Source: an optimization exercise on an open RTL-to-GDS flow (aim: small area, a short achievable clock period and few clock cycles per item). Production flows keep margins and buffers that such runs may drop.
Function was checked by simulation only, so behaviour that the tests miss may differ from the original.

**flow/config.mk**
```make
export PLATFORM = sky130hd
export DESIGN_NAME = unsigned_to_radix_digits
export DESIGN_NICKNAME = unsigned_to_radix_digits
export VERILOG_FILES = /design/flow/design.v
export SDC_FILE = /design/flow/constraint.sdc
export NUM_CORES = 4
export LEC_CHECK = 0
export CAP_MARGIN = 20
export CORE_MARGIN = 2
export CORE_UTILIZATION = 40
export SLEW_MARGIN = 20
```
**flow/constraint.sdc**
```tcl
create_clock -name core_clock -period 16.0 [get_ports {clk}]
set_input_delay 3.2000 -clock core_clock [delete_from_list [all_inputs] [get_ports {clk}]]
set_output_delay 3.2000 -clock core_clock [all_outputs]
set_load 0.01 [all_outputs]
```
**flow/design.v**
```verilog
package urd_pkg;
  localparam int VALUE_W        = 64;
  localparam int RADIX_W        = 6;
  localparam int CHAR_W         = 7;
  localparam int COUNT_W        = 7;
  localparam int CHUNK_W        = 8;
  localparam int QUEUE_DEPTH    = 2;
  localparam int OUT_DEPTH      = 2;
  localparam int VALUE_BITS_DEF = 64;
  localparam int MAX_DIGITS_DEF = 64;
  localparam logic [RADIX_W-1:0] RADIX_RESET = 6'd10;
  localparam logic [RADIX_W-1:0] RADIX_MIN   = 6'd2;
  localparam logic [RADIX_W-1:0] RADIX_MAX   = 6'd36;
  localparam logic [RADIX_W-1:0] DEC_LIMIT   = 6'd10;
  localparam logic [CHAR_W-1:0]  CHAR_ZERO   = 7'h30;
  localparam logic [CHAR_W-1:0]  CHAR_A      = 7'h41;
  typedef struct packed {
    logic go;
    logic load;
  } div_ctrl_t;
  typedef struct packed {
    logic done;
    logic quo_zero;
  } div_stat_t;
endpackage
import urd_pkg::*;
module urd_front #(
  parameter int VALUE_BITS = VALUE_BITS_DEF
) (
  input  logic                  clk,
  input  logic                  rst_n,
  input  logic                  in_push,
  output logic                  in_full,
  input  logic [VALUE_W-1:0]    in_value,
  input  logic                  cfg_valid,
  output logic                  cfg_ready,
  input  logic [RADIX_W-1:0]    cfg_data,
  output logic                  q_valid,
  output logic [VALUE_BITS-1:0] q_value,
  output logic [RADIX_W-1:0]    q_radix,
  input  logic                  q_take
);
  localparam int PTR_W = $clog2(QUEUE_DEPTH);
  localparam int CNT_W = $clog2(QUEUE_DEPTH + 1);
  logic [RADIX_W-1:0]    radix_r;
  logic [RADIX_W-1:0]    radix_eff;
  logic [VALUE_BITS-1:0] val_q_r [QUEUE_DEPTH];
  logic [RADIX_W-1:0]    rad_q_r [QUEUE_DEPTH];
  logic [PTR_W-1:0]      wr_ptr_r, wr_ptr_nxt;
  logic [PTR_W-1:0]      rd_ptr_r, rd_ptr_nxt;
  logic [CNT_W-1:0]      cnt_r, cnt_nxt;
  logic                  push;
  assign cfg_ready = 1'b1;
  always_ff @(posedge clk) begin
    if (!rst_n) begin
      radix_r <= RADIX_RESET;
    end else if (cfg_valid && cfg_ready) begin
      radix_r <= cfg_data;
    end
  end
  always_comb begin
    if (radix_r < RADIX_MIN) begin
      radix_eff = RADIX_MIN;
    end else if (radix_r > RADIX_MAX) begin
      radix_eff = RADIX_MAX;
    end else begin
      radix_eff = radix_r;
    end
  end
  assign in_full = (cnt_r == CNT_W'(QUEUE_DEPTH));
  assign push    = in_push && !in_full;
  assign q_valid = (cnt_r != '0);
  assign q_value = val_q_r[rd_ptr_r];
  assign q_radix = rad_q_r[rd_ptr_r];
  always_comb begin
    wr_ptr_nxt = wr_ptr_r;
    rd_ptr_nxt = rd_ptr_r;
    cnt_nxt    = cnt_r;
    if (push) begin
      wr_ptr_nxt = (wr_ptr_r == PTR_W'(QUEUE_DEPTH - 1)) ? '0 : wr_ptr_r + PTR_W'(1);
    end
    if (q_take) begin
      rd_ptr_nxt = (rd_ptr_r == PTR_W'(QUEUE_DEPTH - 1)) ? '0 : rd_ptr_r + PTR_W'(1);
    end
    if (push && !q_take) begin
      cnt_nxt = cnt_r + CNT_W'(1);
    end else if (!push && q_take) begin
      cnt_nxt = cnt_r - CNT_W'(1);
    end
  end
  always_ff @(posedge clk) begin
    if (!rst_n) begin
      wr_ptr_r <= '0;
      rd_ptr_r <= '0;
      cnt_r    <= '0;
    end else begin
      wr_ptr_r <= wr_ptr_nxt;
      rd_ptr_r <= rd_ptr_nxt;
      cnt_r    <= cnt_nxt;
    end
  end
  always_ff @(posedge clk) begin
    if (push) begin
      val_q_r[wr_ptr_r] <= in_value[VALUE_BITS-1:0];
      rad_q_r[wr_ptr_r] <= radix_eff;
    end
  end
endmodule
import urd_pkg::*;
module urd_div #(
  parameter int VALUE_BITS = VALUE_BITS_DEF
) (
  input  logic                  clk,
  input  logic                  rst_n,
  input  urd_pkg::div_ctrl_t             ctrl,
  input  logic [VALUE_BITS-1:0] value_in,
  input  logic [RADIX_W-1:0]    radix_in,
  output urd_pkg::div_stat_t             stat,
  output logic [RADIX_W-1:0]    digit
);
  localparam int CHUNKS = (VALUE_BITS + CHUNK_W - 1) / CHUNK_W;
  localparam int PAD_W  = CHUNKS * CHUNK_W;
  localparam int IDX_W  = (CHUNKS > 1) ? $clog2(CHUNKS) : 1;
  logic [PAD_W-1:0]   val_r, val_nxt;
  logic [RADIX_W-1:0] rem_r, rem_nxt;
  logic [RADIX_W-1:0] radix_r, radix_nxt;
  logic [IDX_W-1:0]   idx_r, idx_nxt;
  logic               busy_r, busy_nxt;
  logic               done_r, done_nxt;
  logic [PAD_W-1:0]   src;
  logic [IDX_W-1:0]   top;
  logic [CHUNK_W-1:0] chunk_in;
  logic [CHUNK_W-1:0] chunk_q;
  logic [RADIX_W-1:0] rem_step;
  assign src = ctrl.load ? PAD_W'(value_in) : val_r;
  always_comb begin
    top = '0;
    for (int c = 0; c < CHUNKS; c++) begin
      if (src[c*CHUNK_W +: CHUNK_W] != '0) begin
        top = IDX_W'(c);
      end
    end
  end
  always_comb begin
    logic [RADIX_W:0]   t;
    logic [RADIX_W-1:0] r;
    chunk_in = val_r[idx_r*CHUNK_W +: CHUNK_W];
    r        = rem_r;
    chunk_q  = '0;
    for (int b = CHUNK_W - 1; b >= 0; b--) begin
      t = {r, chunk_in[b]};
      if (t >= {1'b0, radix_r}) begin
        chunk_q[b] = 1'b1;
        r          = RADIX_W'(t - {1'b0, radix_r});
      end else begin
        r = t[RADIX_W-1:0];
      end
    end
    rem_step = r;
  end
  always_comb begin
    val_nxt   = val_r;
    rem_nxt   = rem_r;
    radix_nxt = radix_r;
    idx_nxt   = idx_r;
    busy_nxt  = busy_r;
    done_nxt  = 1'b0;
    if (ctrl.go) begin
      val_nxt  = src;
      rem_nxt  = '0;
      idx_nxt  = top;
      busy_nxt = 1'b1;
      if (ctrl.load) begin
        radix_nxt = radix_in;
      end
    end else if (busy_r) begin
      val_nxt[idx_r*CHUNK_W +: CHUNK_W] = chunk_q;
      rem_nxt = rem_step;
      if (idx_r == '0) begin
        busy_nxt = 1'b0;
        done_nxt = 1'b1;
      end else begin
        idx_nxt = idx_r - IDX_W'(1);
      end
    end
  end
  always_ff @(posedge clk) begin
    if (!rst_n) begin
      busy_r <= 1'b0;
      done_r <= 1'b0;
    end else begin
      busy_r <= busy_nxt;
      done_r <= done_nxt;
    end
  end
  always_ff @(posedge clk) begin
    val_r   <= val_nxt;
    rem_r   <= rem_nxt;
    radix_r <= radix_nxt;
    idx_r   <= idx_nxt;
  end
  assign stat.done     = done_r;
  assign stat.quo_zero = (val_r == '0);
  assign digit         = rem_r;
endmodule
import urd_pkg::*;
module urd_back #(
  parameter int MAX_DIGITS = MAX_DIGITS_DEF
) (
  input  logic               clk,
  input  logic               rst_n,
  input  logic               q_valid,
  output logic               q_take,
  output urd_pkg::div_ctrl_t          div_ctrl,
  input  urd_pkg::div_stat_t          div_stat,
  input  logic [RADIX_W-1:0] div_digit,
  output logic               out_empty,
  input  logic               out_pop,
  output logic [CHAR_W-1:0]  out_digit_char,
  output logic               out_last_digit,
  output logic [COUNT_W-1:0] out_digit_count
);
  localparam int AW    = $clog2(MAX_DIGITS);
  localparam int CW    = $clog2(MAX_DIGITS + 1);
  localparam int OPW   = $clog2(OUT_DEPTH);
  localparam int OCW   = $clog2(OUT_DEPTH + 1);
  typedef enum logic [2:0] {
    ST_IDLE = 3'b001,
    ST_DIV  = 3'b010,
    ST_EMIT = 3'b100
  } back_state_t;
  back_state_t        state_r, state_nxt;
  logic [CW-1:0]      n_r, n_nxt;
  logic [CW-1:0]      rd_left_r, rd_left_nxt;
  logic [CW-1:0]      rd_idx;
  logic [CW-1:0]      n_inc;
  logic               wr_en;
  logic               issue;
  logic               can_issue;
  logic [RADIX_W-1:0] store [MAX_DIGITS];
  logic [RADIX_W-1:0] rd_data_r;
  logic               rd_valid_r;
  logic               rd_last_r;
  logic [CW-1:0]      rd_cnt_r;
  logic [CHAR_W-1:0]  oq_char_r  [OUT_DEPTH];
  logic               oq_last_r  [OUT_DEPTH];
  logic [COUNT_W-1:0] oq_count_r [OUT_DEPTH];
  logic [OPW-1:0]     oq_wr_r, oq_wr_nxt;
  logic [OPW-1:0]     oq_rd_r, oq_rd_nxt;
  logic [OCW-1:0]     oq_cnt_r, oq_cnt_nxt;
  logic               pop;
  logic [OCW:0]       occ;
  logic [CHAR_W-1:0]  rd_char;
  assign n_inc  = n_r + CW'(1);
  assign rd_idx = rd_left_r - CW'(1);
  assign pop    = out_pop && !out_empty;
  assign occ       = (OCW+1)'(oq_cnt_r) + (OCW+1)'(rd_valid_r) - (OCW+1)'(pop);
  assign can_issue = (occ < (OCW+1)'(OUT_DEPTH));
  always_comb begin
    state_nxt     = state_r;
    n_nxt         = n_r;
    rd_left_nxt   = rd_left_r;
    q_take        = 1'b0;
    div_ctrl.go   = 1'b0;
    div_ctrl.load = 1'b0;
    wr_en         = 1'b0;
    issue         = 1'b0;
    case (state_r)
      ST_IDLE: begin
        if (q_valid) begin
          q_take        = 1'b1;
          div_ctrl.go   = 1'b1;
          div_ctrl.load = 1'b1;
          n_nxt         = '0;
          state_nxt     = ST_DIV;
        end
      end
      ST_DIV: begin
        if (div_stat.done) begin
          wr_en = 1'b1;
          n_nxt = n_inc;
          if (div_stat.quo_zero || n_inc == CW'(MAX_DIGITS)) begin
            rd_left_nxt = n_inc;
            state_nxt   = ST_EMIT;
          end else begin
            div_ctrl.go = 1'b1;
          end
        end
      end
      ST_EMIT: begin
        if (can_issue) begin
          issue       = 1'b1;
          rd_left_nxt = rd_idx;
          if (rd_left_r == CW'(1)) begin
            state_nxt = ST_IDLE;
          end
        end
      end
      default: begin
        state_nxt = ST_IDLE;
      end
    endcase
  end
  always_ff @(posedge clk) begin
    if (!rst_n) begin
      state_r    <= ST_IDLE;
      n_r        <= '0;
      rd_left_r  <= '0;
      rd_valid_r <= 1'b0;
    end else begin
      state_r    <= state_nxt;
      n_r        <= n_nxt;
      rd_left_r  <= rd_left_nxt;
      rd_valid_r <= issue;
    end
  end
  always_ff @(posedge clk) begin
    if (wr_en) begin
      store[n_r[AW-1:0]] <= div_digit;
    end
    if (issue) begin
      rd_data_r <= store[rd_idx[AW-1:0]];
      rd_last_r <= (rd_left_r == CW'(1));
      rd_cnt_r  <= n_r;
    end
  end
  always_comb begin
    if (rd_data_r < DEC_LIMIT) begin
      rd_char = CHAR_ZERO + CHAR_W'(rd_data_r);
    end else begin
      rd_char = CHAR_A + CHAR_W'(rd_data_r - DEC_LIMIT);
    end
  end
  always_comb begin
    oq_wr_nxt  = oq_wr_r;
    oq_rd_nxt  = oq_rd_r;
    oq_cnt_nxt = oq_cnt_r;
    if (rd_valid_r) begin
      oq_wr_nxt = (oq_wr_r == OPW'(OUT_DEPTH - 1)) ? '0 : oq_wr_r + OPW'(1);
    end
    if (pop) begin
      oq_rd_nxt = (oq_rd_r == OPW'(OUT_DEPTH - 1)) ? '0 : oq_rd_r + OPW'(1);
    end
    if (rd_valid_r && !pop) begin
      oq_cnt_nxt = oq_cnt_r + OCW'(1);
    end else if (!rd_valid_r && pop) begin
      oq_cnt_nxt = oq_cnt_r - OCW'(1);
    end
  end
  always_ff @(posedge clk) begin
    if (!rst_n) begin
      oq_wr_r  <= '0;
      oq_rd_r  <= '0;
      oq_cnt_r <= '0;
    end else begin
      oq_wr_r  <= oq_wr_nxt;
      oq_rd_r  <= oq_rd_nxt;
      oq_cnt_r <= oq_cnt_nxt;
    end
  end
  always_ff @(posedge clk) begin
    if (rd_valid_r) begin
      oq_char_r[oq_wr_r]  <= rd_char;
      oq_last_r[oq_wr_r]  <= rd_last_r;
      oq_count_r[oq_wr_r] <= COUNT_W'(rd_cnt_r);
    end
  end
  assign out_empty       = (oq_cnt_r == '0);
  assign out_digit_char  = oq_char_r[oq_rd_r];
  assign out_last_digit  = oq_last_r[oq_rd_r];
  assign out_digit_count = oq_count_r[oq_rd_r];
endmodule
import urd_pkg::*;
module unsigned_to_radix_digits #(
  parameter int VALUE_BITS = VALUE_BITS_DEF,
  parameter int MAX_DIGITS = MAX_DIGITS_DEF
) (
  input  logic               clk,
  input  logic               rst_n,
  input  logic               in_push,
  output logic               in_full,
  input  logic [VALUE_W-1:0] in_value,
  output logic               out_empty,
  input  logic               out_pop,
  output logic [CHAR_W-1:0]  out_digit_char,
  output logic               out_last_digit,
  output logic [COUNT_W-1:0] out_digit_count,
  input  logic               cfg_valid,
  output logic               cfg_ready,
  input  logic [RADIX_W-1:0] cfg_data
);
  logic                  q_valid;
  logic                  q_take;
  logic [VALUE_BITS-1:0] q_value;
  logic [RADIX_W-1:0]    q_radix;
  urd_pkg::div_ctrl_t             div_ctrl;
  urd_pkg::div_stat_t             div_stat;
  logic [RADIX_W-1:0]    div_digit;
  urd_front #(
    .VALUE_BITS(VALUE_BITS)
  ) u_front (
    .clk      (clk),
    .rst_n    (rst_n),
    .in_push  (in_push),
    .in_full  (in_full),
    .in_value (in_value),
    .cfg_valid(cfg_valid),
    .cfg_ready(cfg_ready),
    .cfg_data (cfg_data),
    .q_valid  (q_valid),
    .q_value  (q_value),
    .q_radix  (q_radix),
    .q_take   (q_take)
  );
  urd_div #(
    .VALUE_BITS(VALUE_BITS)
  ) u_div (
    .clk     (clk),
    .rst_n   (rst_n),
    .ctrl    (div_ctrl),
    .value_in(q_value),
    .radix_in(q_radix),
    .stat    (div_stat),
    .digit   (div_digit)
  );
  urd_back #(
    .MAX_DIGITS(MAX_DIGITS)
  ) u_back (
    .clk            (clk),
    .rst_n          (rst_n),
    .q_valid        (q_valid),
    .q_take         (q_take),
    .div_ctrl       (div_ctrl),
    .div_stat       (div_stat),
    .div_digit      (div_digit),
    .out_empty      (out_empty),
    .out_pop        (out_pop),
    .out_digit_char (out_digit_char),
    .out_last_digit (out_last_digit),
    .out_digit_count(out_digit_count)
  );
endmodule
```
**flow/run.sh**
```bash
#!/bin/bash
# synth_recipe.tcl (not shown) runs the flow's synth.tcl, then flattens the netlist and writes it again
# the make line also repeats each setting of config.mk as NAME=value (left out here)
make -C /OpenROAD-flow-scripts/flow DESIGN_CONFIG=/design/flow/config.mk WORK_HOME=/design/flow/orfs CLKGATE_MAP_FILE= SYNTH_SCRIPT=/design/flow/synth_recipe.tcl finish
```
==> out/results.ini <==
[synth]
yosys-top-cells-count=edfxtp_1, nor2_1, a21oi_1, mux4_2, mux2i_1
synth.avg_cell_area_um2=15.3
syn_inst=2015
synth_edf_count=641
synth_warnings=3
synth_most_common_cell=edfxtp_1
ys.flop_type=edfxtp_1
netlist.area_leader.share=0.623
netlist_area_um2=30900
synth.ff_latch_count=683
yosysSeqAreaShare=0.650
yosysTopAreaCell=edfxtp_1
async_flop_share=0
synth_cell_type_count=75
netlist_top_cells_area=edfxtp_1, mux4_2, mux2i_1, dfxtp_1, ha_1
synth_fp_nets=2160

[timing]
clock.fmax_ghz=0.0659
post-route-period-util=0.948
setup_viol=0
finClkSkew_ps=35.0
hold_viol=0
drv_slew=0
min_period_ps=15170
tightest_slew_ps=1060
relSlewSlack=0.288

[setup_path]
start_kind=register
r2r-start=u_div.idx_r[0]
cpMostUsedCell=ha_1
critPathCaptureType=register
cp_slowest_stage_delay_ps=550
rr_worst_depth=78
path_class=reg2reg
cp.required_ps=16330
r2r_end=u_div.val_r[0]
path_max_fanout=8
cp_slowest_cell=mux4_2
arrival_ps=15500
ff2ff_setup_slack_ps=830

[detailed_routing]
drt_iter0_markers=1694
drt-pass1-iter-count=5
postRouteAntennaNets=0
drcViolationCount=0
wl_per_cell_um=23.0
drt-total-wl_um=74600
vias=18400
vias_per_cell=5.68

[die]
fp.coreArea_um2=76200
die_h_um=282
initial_utilization=0.405
rows=101
dieArea_um2=79500
chipWidth_um=282
ios=93

[grt]
grt_start_max_net_pins=99
grt_pass1_vias=18500
antenna_found_initial=0
grt_pass1_wl_um=113000
grt_usage=0.187
grt_overflow_total=0

[min_path]
whs_endpoint=u_back.oq_count_r[1][3]
hold_path_startpoint=u_back.rd_cnt_r[3]
worstHoldPathType=reg2reg
min_path_cells=0

[finish]
multiInputGateArea_um2=10500
nets=2300
n_fill_cell=6620
final_util=0.471
areaGrowthSynthToFinish_pct=16.2
num_antenna_cells=0
drive_gt1_frac=0.196
seqCellArea_um2=20100
final_cells=3241

[clocking]
cts_hold_buf=0
clk_latency_ps=630
path_clk_slew_ps=60
clk_path_buf_depth=3
cts_max_level=3
cts_inserted_buffers=74
ctsRootBufferMaster=clkbuf_16
cts_tree=done
clkSinkCount=683

[run]
max_cap_viol_count=0

[status]
status=complete, no violations

[place]
io_buffers=91
dp_hpwl_um=49300
place_inst=3084
gp_congestion=0.953

-- cells by family after synthesis --
logic type,synth area share
flops,0.650
simple gates,0.0672
compound gates,0.0696
mux,0.150
buf+inv,0.0191
fa+ha+maj,0.0309
xor+xnor,0.0130
other cells,0.000121
-- layout make-up --
| class | instances | area share |
|---|---|---|
| Clock buffer | 88 | 0.0539 |
| Clock inverter | 44 | 0.0121 |
| Inverter | 53 | 0.00558 |
| Multi-Input combinational cell | 1181 | 0.292 |
| Sequential cell | 683 | 0.560 |
| Tap cell | 1030 | 0.0359 |
| Timing Repair Buffer | 162 | 0.0403 |
-- registers in the layout, summed over array words and instances (netlist names), 2 cells and up, named ones only --
register / flops
u_back.store: 384
u_front.val_q_r: 128
u_div.val_r: 64
u_back.oq_char_r: 14
u_back.oq_count_r: 14
u_front.rad_q_r: 12
u_back.n_r: 7
u_back.rd_cnt_r: 7
u_back.rd_left_r: 7
u_back.rd_data_r: 6
u_div.radix_r: 6
u_div.rem_r: 6
u_front.radix_r: 6
u_back.state_r: 3
u_div.idx_r: 3
u_back.oq_cnt_r: 2
u_back.oq_last_r: 2
u_front.cnt_r: 2
-- metal layers --
metal / GRT usage / share of wire / vias up
li1: - / - / 8251
met1: 0.249 / 0.42 / 9325
met2: 0.311 / 0.49 / 671
met3: 0.0286 / 0.058 / 168
met4: 0.0713 / 0.034 / 0
met5: 0 / 0 / -
-- stage by stage --
| stage | setup slack [ps] | hold slack (ps) | instance area [um2] | setup TNS, ps |
|---|---|---|---|---|
| after floorplan | 466 | 406 | 30900 | 0 |
| after global placement | 256 | 422 | 33100 | 0 |
| after detailed placement | -476 | 434 | 33100 | -4690 |
| after CTS | 33.2 | 447 | 35600 | 0 |
| after global routing | -103 | 452 | 35900 | -608 |
| final | 834 | 445 | 35900 | 0 |
-- repair_timing --
item | 4_1_cts | 5_1_grt
resized for setup | 6 | 43
buffers inserted | 6 | 18
hold endpoints to repair | 0 | 0
setup endpoints to repair | 14 | 14
pin swaps | 4 | 8
cloned | 1 | 0
-- how the worst max path moves through the flow --
stage / start / endpoint / slack [ps]
6_report: u_div.idx_r[0] / u_div.val_r[0] / 830
5_1_grt: u_div.idx_r[0] / u_div.val_r[16] / -100
4_1_cts: u_div.idx_r[0] / u_div.val_r[32] / 30
3_5_place_dp: u_div.idx_r[0] / u_div.val_r[32] / -480
3_3_place_gp: u_div.idx_r[0] / u_div.val_r[48] / 260
2_1_floorplan: u_div.rem_r[3] / u_div.val_r[16] / 470
-- critical path: cells and delay by family (launching register included) --
| family | cells | cell delay (ps) |
|---|---|---|
| mux | 10 | 2750 |
| fa+ha+maj | 8 | 2280 |
| simple gates | 11 | 1560 |
| flops | 1 | 470 |
| compound gates | 40 | 6750 |
| buf+inv | 9 | 1050 |
-- layout by cell type, fill, tap and decap left out, drive strengths merged, types with 57 or more instances in the layout --
| cell | n |
|---|---|
| edfxtp | 641 |
| buf | 71 |
| mux4 | 142 |
| mux2i | 96 |
| nand2 | 94 |
| clkdlybuf4s50 | 91 |
| nor2 | 181 |
| a21oi | 145 |
| ha | 61 |
| o21ai | 57 |
| clkbuf | 88 |
Testbench counts, summed over its fixed seeds: cycles 75,580, items 928.

afterwards: timing with drivers on the ports:
No port has a modelled driver above. Below, the same layout with a new extraction and two added sets of constraints.
Step 1 (the two cells are an assumption about what drives the block):
set clk [get_ports {clk}]
set_driving_cell -lib_cell sky130_fd_sc_hd__clkbuf_16 $clk
set_driving_cell -lib_cell sky130_fd_sc_hd__buf_2 [delete_from_list [all_inputs] $clk]
Step 2 moves the port delays by t, midway between the first and last clock arrival at a register: inputs arrive t later, outputs are due t later. That takes back most of the time a late clock gives input paths.
Slacks: no drivers / after step 1 / after step 2; pairs: no drivers / after step 1.
shift t [ns]: 0.676
setup WS [ns]: 0.834 / 0.834 / 0.834
worst setup path after step 2: register to register
slew at the worst register clock pin (ns): 0.07 / 0.07
worst slew at a driven data input, ns: 0.07
After both steps this run still meets setup and hold. The setup slack of this run moves by 0.000 ns with the drivers and by 0.000 ns with both steps.
